This is an optimization exercise on Yosys and OpenROAD, whose aim is small area, a short achievable clock period and few clock cycles per item, not a production implementation. The RTL was checked by simulation tests, not by an equivalence proof against the original design. Power figures rest on the tool's default switching activity, not on a simulated workload.

<file path="design/flow/run.sh">
#!/bin/bash
# synth_recipe.tcl (not shown) runs the flow's synth.tcl, then flattens the netlist and writes it again
# the make line also repeats each setting of config.mk as NAME=value (left out here)
make -C /OpenROAD-flow-scripts/flow DESIGN_CONFIG=/design/flow/config.mk WORK_HOME=/design/flow/orfs CLKGATE_MAP_FILE= SYNTH_SCRIPT=/design/flow/synth_recipe.tcl finish
</file>
<file path="design/flow/design.v">
package efsd_pkg;
    localparam logic RegActive = 1'b0;
    localparam logic RegLimit  = 1'b1;
    localparam logic [4:0]  ActiveReset = 5'd1;
    localparam logic [15:0] LimitReset  = 16'd20;
    localparam logic [31:0] TimeMax = 32'hFFFF_FFFF;
    typedef enum logic [4:0] {
        S_IDLE  = 5'b00001,
        S_SCAN  = 5'b00010,
        S_START = 5'b00100,
        S_SUM   = 5'b01000,
        S_DONE  = 5'b10000
    } t_state;
    typedef struct packed {
        logic [4:0]  active_servers;
        logic [15:0] wait_limit;
    } t_cfg;
endpackage
module efsd_cfg (
    input  logic                i_clk,
    input  logic                i_rst_n,
    input  logic                psel,
    input  logic                penable,
    input  logic                pwrite,
    input  logic [2:0]          paddr,
    input  logic [31:0]         pwdata,
    output logic [31:0]         prdata,
    output logic                pready,
    output efsd_pkg::t_cfg      o_cfg
);
    logic [4:0]  r_active;
    logic [15:0] r_limit;
    logic        wr_en;
    assign wr_en  = psel & penable & pwrite;
    assign pready = 1'b1;
    always_ff @(posedge i_clk) begin
        if (!i_rst_n) begin
            r_active <= efsd_pkg::ActiveReset;
            r_limit  <= efsd_pkg::LimitReset;
        end else if (wr_en) begin
            unique case (paddr[2])
                efsd_pkg::RegActive: r_active <= pwdata[4:0];
                efsd_pkg::RegLimit:  r_limit  <= pwdata[15:0];
                default: ;
            endcase
        end
    end
    always_comb begin
        unique case (paddr[2])
            efsd_pkg::RegActive: prdata = {27'd0, r_active};
            efsd_pkg::RegLimit:  prdata = {16'd0, r_limit};
            default:             prdata = 32'd0;
        endcase
    end
    assign o_cfg.active_servers = r_active;
    assign o_cfg.wait_limit     = r_limit;
endmodule
module efsd_mem #(
    parameter int DEPTH = 16,
    parameter int AW    = 4
) (
    input  logic          i_clk,
    input  logic          i_rst_n,
    input  logic          i_rd_en,
    input  logic [AW-1:0] i_rd_addr,
    output logic [31:0]   o_rd_data,
    input  logic          i_wr_en,
    input  logic [AW-1:0] i_wr_addr,
    input  logic [31:0]   i_wr_data
);
    logic [31:0]      mem [DEPTH];
    logic [DEPTH-1:0] r_valid;
    logic [31:0]      r_rd_data;
    logic             r_rd_valid;
    always_ff @(posedge i_clk) begin
        if (i_wr_en) begin
            mem[i_wr_addr] <= i_wr_data;
        end
        if (i_rd_en) begin
            r_rd_data <= mem[i_rd_addr];
        end
    end
    always_ff @(posedge i_clk) begin
        if (!i_rst_n) begin
            r_valid    <= '0;
            r_rd_valid <= 1'b0;
        end else begin
            if (i_wr_en) begin
                r_valid[i_wr_addr] <= 1'b1;
            end
            if (i_rd_en) begin
                r_rd_valid <= r_valid[i_rd_addr] & ~(i_wr_en & (i_wr_addr == i_rd_addr));
            end
        end
    end
    assign o_rd_data = r_rd_valid ? r_rd_data : 32'd0;
endmodule
module earliest_free_server_dispatch #(
    parameter int MAX_SERVERS = 16
) (
    input  logic        i_clk,
    input  logic        i_rst_n,
    input  logic        i_valid,
    output logic        o_stall,
    input  logic [31:0] i_arrival_time,
    input  logic [15:0] i_service_time,
    output logic        o_valid,
    input  logic        i_stall,
    output logic [3:0]  o_server_index,
    output logic [31:0] o_start_time,
    output logic [31:0] o_wait_time,
    output logic        o_over_limit,
    output logic [31:0] o_over_total,
    input  logic        psel,
    input  logic        penable,
    input  logic        pwrite,
    input  logic [2:0]  paddr,
    input  logic [31:0] pwdata,
    output logic [31:0] prdata,
    output logic        pready
);
    localparam int AW = (MAX_SERVERS > 1) ? $clog2(MAX_SERVERS) : 1;
    localparam logic [8:0] MaxUsed = 9'(MAX_SERVERS);
    efsd_pkg::t_cfg   cfg;
    efsd_pkg::t_state r_state, n_state;
    logic [31:0]   r_arrival;
    logic [15:0]   r_service;
    logic [AW-1:0] r_last;
    logic [AW-1:0] r_k;
    logic [AW-1:0] r_best;
    logic [31:0]   r_best_time;
    logic [31:0]   r_start;
    logic [31:0]   r_wait;
    logic [31:0]   r_end;
    logic [31:0]   r_excess;
    logic          r_out_valid;
    logic [3:0]    r_out_index;
    logic [31:0]   r_out_start;
    logic [31:0]   r_out_wait;
    logic          r_out_over;
    logic [31:0]   r_out_total;
    logic          accept;
    logic          out_free;
    logic          finish;
    logic [8:0]    used;
    logic [8:0]    last_wide;
    logic          rd_en;
    logic [AW-1:0] rd_addr;
    logic [31:0]   rd_data;
    logic [31:0]   cmp_a, cmp_b;
    logic          cmp_lt;
    logic [32:0]   end_sum;
    logic [AW+3:0] best_wide;
    efsd_cfg u_cfg (
        .i_clk   (i_clk),
        .i_rst_n (i_rst_n),
        .psel    (psel),
        .penable (penable),
        .pwrite  (pwrite),
        .paddr   (paddr),
        .pwdata  (pwdata),
        .prdata  (prdata),
        .pready  (pready),
        .o_cfg   (cfg)
    );
    efsd_mem #(
        .DEPTH (MAX_SERVERS),
        .AW    (AW)
    ) u_mem (
        .i_clk     (i_clk),
        .i_rst_n   (i_rst_n),
        .i_rd_en   (rd_en),
        .i_rd_addr (rd_addr),
        .o_rd_data (rd_data),
        .i_wr_en   (finish),
        .i_wr_addr (r_best),
        .i_wr_data (r_end)
    );
    assign o_stall  = (r_state != efsd_pkg::S_IDLE);
    assign accept   = i_valid & (r_state == efsd_pkg::S_IDLE);
    assign out_free = ~r_out_valid | ~i_stall;
    assign finish   = (r_state == efsd_pkg::S_DONE) & out_free;
    always_comb begin
        used = {4'd0, cfg.active_servers};
        if (used == 9'd0) begin
            used = 9'd1;
        end
        if (used > MaxUsed) begin
            used = MaxUsed;
        end
        last_wide = used - 9'd1;
    end
    always_comb begin
        rd_en   = 1'b0;
        rd_addr = r_k + AW'(1);
        if (accept) begin
            rd_en   = 1'b1;
            rd_addr = '0;
        end else if ((r_state == efsd_pkg::S_SCAN) && (r_k != r_last)) begin
            rd_en = 1'b1;
        end
    end
    always_comb begin
        cmp_a = rd_data;
        cmp_b = r_best_time;
        unique case (r_state)
            efsd_pkg::S_START: begin
                cmp_a = r_arrival;
                cmp_b = r_best_time;
            end
            efsd_pkg::S_DONE: begin
                cmp_a = {16'd0, cfg.wait_limit};
                cmp_b = r_wait;
            end
            default: ;
        endcase
    end
    assign cmp_lt = cmp_a < cmp_b;
    assign end_sum = {1'b0, r_start} + {17'd0, r_service};
    always_comb begin
        n_state = r_state;
        unique case (r_state)
            efsd_pkg::S_IDLE:  if (accept) n_state = efsd_pkg::S_SCAN;
            efsd_pkg::S_SCAN:  if (r_k == r_last) n_state = efsd_pkg::S_START;
            efsd_pkg::S_START: n_state = efsd_pkg::S_SUM;
            efsd_pkg::S_SUM:   n_state = efsd_pkg::S_DONE;
            efsd_pkg::S_DONE:  if (out_free) n_state = efsd_pkg::S_IDLE;
            default:           n_state = efsd_pkg::S_IDLE;
        endcase
    end
    always_ff @(posedge i_clk) begin
        if (!i_rst_n) begin
            r_state <= efsd_pkg::S_IDLE;
        end else begin
            r_state <= n_state;
        end
    end
    always_ff @(posedge i_clk) begin
        if (accept) begin
            r_arrival <= i_arrival_time;
            r_service <= i_service_time;
            r_last    <= last_wide[AW-1:0];
            r_k       <= '0;
        end
        if (r_state == efsd_pkg::S_SCAN) begin
            if ((r_k == '0) || cmp_lt) begin
                r_best      <= r_k;
                r_best_time <= rd_data;
            end
            r_k <= r_k + AW'(1);
        end
        if (r_state == efsd_pkg::S_START) begin
            r_start <= cmp_lt ? r_best_time : r_arrival;
        end
        if (r_state == efsd_pkg::S_SUM) begin
            r_wait <= r_start - r_arrival;
            r_end  <= end_sum[32] ? efsd_pkg::TimeMax : end_sum[31:0];
        end
    end
    assign best_wide = {4'd0, r_best};
    always_ff @(posedge i_clk) begin
        if (!i_rst_n) begin
            r_excess    <= '0;
            r_out_valid <= 1'b0;
        end else begin
            if (r_out_valid && !i_stall) begin
                r_out_valid <= 1'b0;
            end
            if (finish) begin
                r_out_valid <= 1'b1;
                if (cmp_lt && (r_excess != efsd_pkg::TimeMax)) begin
                    r_excess <= r_excess + 32'd1;
                end
            end
        end
    end
    always_ff @(posedge i_clk) begin
        if (finish) begin
            r_out_index <= best_wide[3:0];
            r_out_start <= r_start;
            r_out_wait  <= r_wait;
            r_out_over  <= cmp_lt;
            r_out_total <= (cmp_lt && (r_excess != efsd_pkg::TimeMax))
                           ? r_excess + 32'd1 : r_excess;
        end
    end
    assign o_valid        = r_out_valid;
    assign o_server_index = r_out_index;
    assign o_start_time   = r_out_start;
    assign o_wait_time    = r_out_wait;
    assign o_over_limit   = r_out_over;
    assign o_over_total   = r_out_total;
endmodule
</file>
<file path="design/flow/config.mk">
export PLATFORM = sky130hd
export DESIGN_NAME = earliest_free_server_dispatch
export DESIGN_NICKNAME = earliest_free_server_dispatch
export VERILOG_FILES = /design/flow/design.v
export SDC_FILE = /design/flow/constraint.sdc
export NUM_CORES = 4
export LEC_CHECK = 0
export CAP_MARGIN = 20
export CORE_MARGIN = 2
export CORE_UTILIZATION = 45
export SLEW_MARGIN = 20
</file>
<file path="design/flow/constraint.sdc">
create_clock -name core_clock -period 8.0 [get_ports {i_clk}]
set_input_delay 1.6000 -clock core_clock [delete_from_list [all_inputs] [get_ports {i_clk}]]
set_output_delay 1.6000 -clock core_clock [all_outputs]
set_load 0.01 [all_outputs]
</file>
==> notes.md <==
==> sequential cells by signal (all words and copies together), names as in the netlist, 5 cells and up <==
register and count:
u_mem.mem 512, r_arrival 32, r_best_time 32, r_end 32, r_excess 32, r_out_start 32
r_out_total 32, r_out_wait 32, r_start 32, r_wait 32, u_mem.r_rd_data 32, r_service 16
u_cfg.r_limit 16, u_mem.r_valid 16, r_state 5, u_cfg.r_active 5
==> power groups by stage <==
stage / Combinational [mW] / Clock [mW] / Sequential (mW)
global placement: 1.07 / 0 / 5.40
CTS: 1.09 / 4.44 / 5.30
finish: 1.10 / 4.35 / 5.30
detailed placement: 1.08 / 0 / 5.40
floorplan: 0.733 / 0 / 5.36
global route: 1.19 / 4.63 / 5.30
==> metrics by stage <==
stage,std cells,setup WS (ns),utilization,cell area (sq um)
6_report,4266,2.17,0.526,45500
5_1_grt,4266,1.88,0.526,45500
4_1_cts,4264,2.16,0.525,45500
3_5_place_dp,4085,2.18,0.490,42400
3_3_place_gp,4085,2.20,0.490,42400
2_1_floorplan,2865,1.32,-,39400
==> cells by family (layout without fill, tap and decap cells) <==
group | count (synthesis) | count (layout) | share of synthesized area
fa+ha+maj | 89 | 89 | 0.0287
flops | 909 | 909 | 0.675
buf+inv | 233 | 479 | 0.0248
xor+xnor | 88 | 88 | 0.0196
other cells | 2 | 17 | 0.000191
mux | 255 | 255 | 0.0696
compound gates | 629 | 629 | 0.101
simple gates | 645 | 645 | 0.0807
==> how the worst max path moves through the flow <==
stage / from / endpoint / slack [ns] / cells after the start
2_1_floorplan: i_stall / u_mem.mem[1][0] / 1.32 / 6
5_1_grt: r_state[0] / r_start[24] / 1.88 / 16
6_report: r_state[0] / r_start[24] / 2.17 / 16
3_5_place_dp: r_state[0] / r_start[24] / 2.18 / 16
4_1_cts: r_state[0] / r_start[24] / 2.16 / 16
3_3_place_gp: r_state[0] / r_start[19] / 2.20 / 16
==> final cells by class <==
type,count,area [sq um]
Tap cell,1155,1450
Clock inverter,56,542
Timing Repair Buffer,238,2310
Fill cell,7089,41100
Inverter,62,239
Multi-Input combinational cell,1723,11900
Clock buffer,123,2510
Sequential cell,909,26500
==> routing by layer <==
layer / vias up / GRT usage
li1: 11213 / -
met1: 12511 / 0.325
met2: 972 / 0.371
met3: 156 / 0.0315
met4: 2 / 0.0664
met5: - / 0
==> placed cells by master (no fill, tap or decap), types with 15 or more instances in the layout <==
| cell | instances |
|---|---|
| o221ai_1 | 31 |
| dfxtp_1 | 76 |
| ha_1 | 86 |
| xnor2_1 | 42 |
| clkinv_2 | 21 |
| xor2_1 | 45 |
| inv_1 | 57 |
| nand2b_1 | 19 |
| buf_4 | 45 |
| and2_1 | 53 |
| clkbuf_1 | 26 |
| a21o_1 | 18 |
| a221oi_1 | 34 |
| edfxtp_1 | 833 |
| conb_1 | 17 |
| nor2_1 | 110 |
| nand4_1 | 19 |
| clkinv_1 | 18 |
| nand2_1 | 218 |
| a22o_1 | 17 |
| mux2i_1 | 119 |
| mux2_2 | 135 |
| nand3_1 | 47 |
| a32o_1 | 31 |
| clkdlybuf4s50_1 | 190 |
| and3_1 | 59 |
| nor3_1 | 27 |
| o21a_1 | 16 |
| a221o_1 | 15 |
| clkbuf_16 | 96 |
| o21ai_0 | 136 |
| a21oi_1 | 258 |
==> flow_metrics.env <==
export IMPL_outcome="no timing/DRC/antenna violations"
export IMPL_whs_ns=0.463
export IMPL_switching_share=0.246
export IMPL_finalCritPeriodShare=0.729
export IMPL_cts_tree="done"
export IMPL_synthCells=2850
export IMPL_fin_nets=3209
export IMPL_crit_arrival_ns=6.22
export IMPL_total_power_mw=10.8
export IMPL_antenna_found_initial=4
export IMPL_yosys_top_cells_area="edfxtp_1 (64%), dfxtp_1 (3.9%), mux2_2 (3.9%)"
export IMPL_rrSetupSlack_ns=2.17
export IMPL_syn_area_sq_mm=0.0393
export IMPL_ys_flop_type="edfxtp_1"
export IMPL_numClockSinks=909
export IMPL_critPathMaxStageDelay_ns=0.75
export IMPL_fmax_ghz=0.172
export IMPL_leakagePower_nw=16.0
export IMPL_critPathMostFrequentCell="a21o_1"
export IMPL_internal_power_mw=8.12
export IMPL_critPathRequiredTime_ns=8.40
export IMPL_wirelength_met1_um=45700
export IMPL_relSlewSlack=0.308
export IMPL_clock_insertion_delay_worst_skew_ns=0.67
export IMPL_rows=108
export IMPL_synth_seq_area_share=0.675
export IMPL_cts_buffer_depth=3
export IMPL_yosysWarnings=3
export IMPL_place_gp_congestion=0.860
export IMPL_htree_num_levels=3
export IMPL_final_layout_size_suffix_gt1_frac=0.118
export IMPL_critPathMaxFanout=64
export IMPL_cts_setup_buffers=0
export IMPL_ys_types=73
export IMPL_wl_met2_um=49600
export IMPL_start_kind="register"
export IMPL_cpMaxStageDelayCell="inv_2"
export IMPL_hold_depth=0
export IMPL_cp_num_buf_inv=4
export IMPL_power_switching_mw=2.64
export IMPL_p_comb_frac=0.103
export IMPL_io_pin_count=226
export IMPL_rsz0062_at_grt="false"
export IMPL_min_from="r_wait[16]"
export IMPL_cts_root_buffer="clkbuf_16"
export IMPL_grt_pass1_vias=24281
export IMPL_initial_core_util=0.454
export IMPL_finalSetupViolCount=0
export IMPL_finalClockSkew_ns=0.0247
export IMPL_dr_pass1_iters=6
export IMPL_post_route_min_period_ns=5.83
export IMPL_grt_pass1_wl_um=155000
export IMPL_pwr_share_clk=0.405
export IMPL_gr_total_overflow=0
export IMPL_finalHoldViolations=0
export IMPL_yosysMostFrequentCell="edfxtp_1"
export IMPL_clkTransAtPathRegs_ns=0.06
export IMPL_holdPathEnd="r_out_wait[16]"
export IMPL_avgSynthCellArea_sq_um=13.8
export IMPL_seq_power_share=0.493
export IMPL_syn_to_final_growth_pct=15.8
export IMPL_dieWidth_um=300
export IMPL_synth_commonest_cells="edfxtp_1 (833), a21oi_1 (259), nand2_1 (219)"
export IMPL_reg2reg_depth=16
export IMPL_vdd_drop_max_v=0.000160
export IMPL_endpoint_kind="register"
export IMPL_route_vias_total=24854
export IMPL_path_class="register to register"
export IMPL_die_h_um=300
export IMPL_synth_edf_count=833
export IMPL_drt_total_wl_um=105000
export IMPL_viasPerCell=5.83
export IMPL_synth_seq_cells=909
export IMPL_cap_violations=0
export IMPL_final_max_slew_viol_count=0
export IMPL_cts_buffers=96
export IMPL_grt_max_degree=72
export IMPL_die_area_sq_mm=0.0897
export IMPL_grtUsageTotal=0.230
export IMPL_ant_nets=0
export IMPL_core_sq_mm=0.0866
export IMPL_hold_class="register to register"
export IMPL_netlist_area_leader_share=0.637
export IMPL_ctsResizeCount=0
export IMPL_cts_hold_buf=0
export IMPL_dr_first_iter_drc_count=2502
export IMPL_rr_endpoint="r_start[24]"
export IMPL_yosysTopAreaCell="edfxtp_1"
export IMPL_crit_chain="or3_4 -> or2_1 -> clkinv_2 -> buf_4 -> a22o_1 -> ha_1 -> a21o_1 -> a21o_1 -> a21o_1 -> a21o_1 -> a221oi_1 -> o21a_1 -> nand2_4 -> inv_2 -> buf_4 -> o21ai_0"
export IMPL_critPathTopFamily="buffers and inverters"
export IMPL_worstMarginPinSlew_ns=1.04
export IMPL_final_setup_tns_ns=0
export IMPL_p_per_area_mw_per_mm2=236
export IMPL_hpwl_um=62800
export IMPL_top_layer_used="met5"
export IMPL_reg2reg_from="r_state[0]"
export IMPL_route_met3_wl_um=7140
export IMPL_io_buffer_count=190
export IMPL_async_flop_share=0
export IMPL_route_detailed_drc=0
export IMPL_num_antenna_cells=0
export IMPL_wl_per_cell_um=24.6
Testbench counts, summed over its fixed seeds: cycles 204,516, items 12,000.

==> static timing again, ports no longer ideal <==
The results above use ideal ports. As a check the final layout listed here was re-extracted and re-timed, cells and wires unchanged. Step 1 assumes that a clkbuf_16 drives the clock port and a buf_2 every other input. Step 2 times the ports against the registers' clock, not the clock port: input delays grow and output delays shrink by t, the midpoint of the rising clock arrivals with the driver on. Slacks: ideal ports / drivers / drivers and shift; pairs: ideal ports / drivers.
t, ns: 0.719
setup slack, ns: 2.171 / 2.171 / 2.171
worst setup path after step 2: register to register
After both steps setup and hold are still met in this run. The setup slack of this run moves by 0.000 ns with the drivers and by 0.000 ns with both steps.
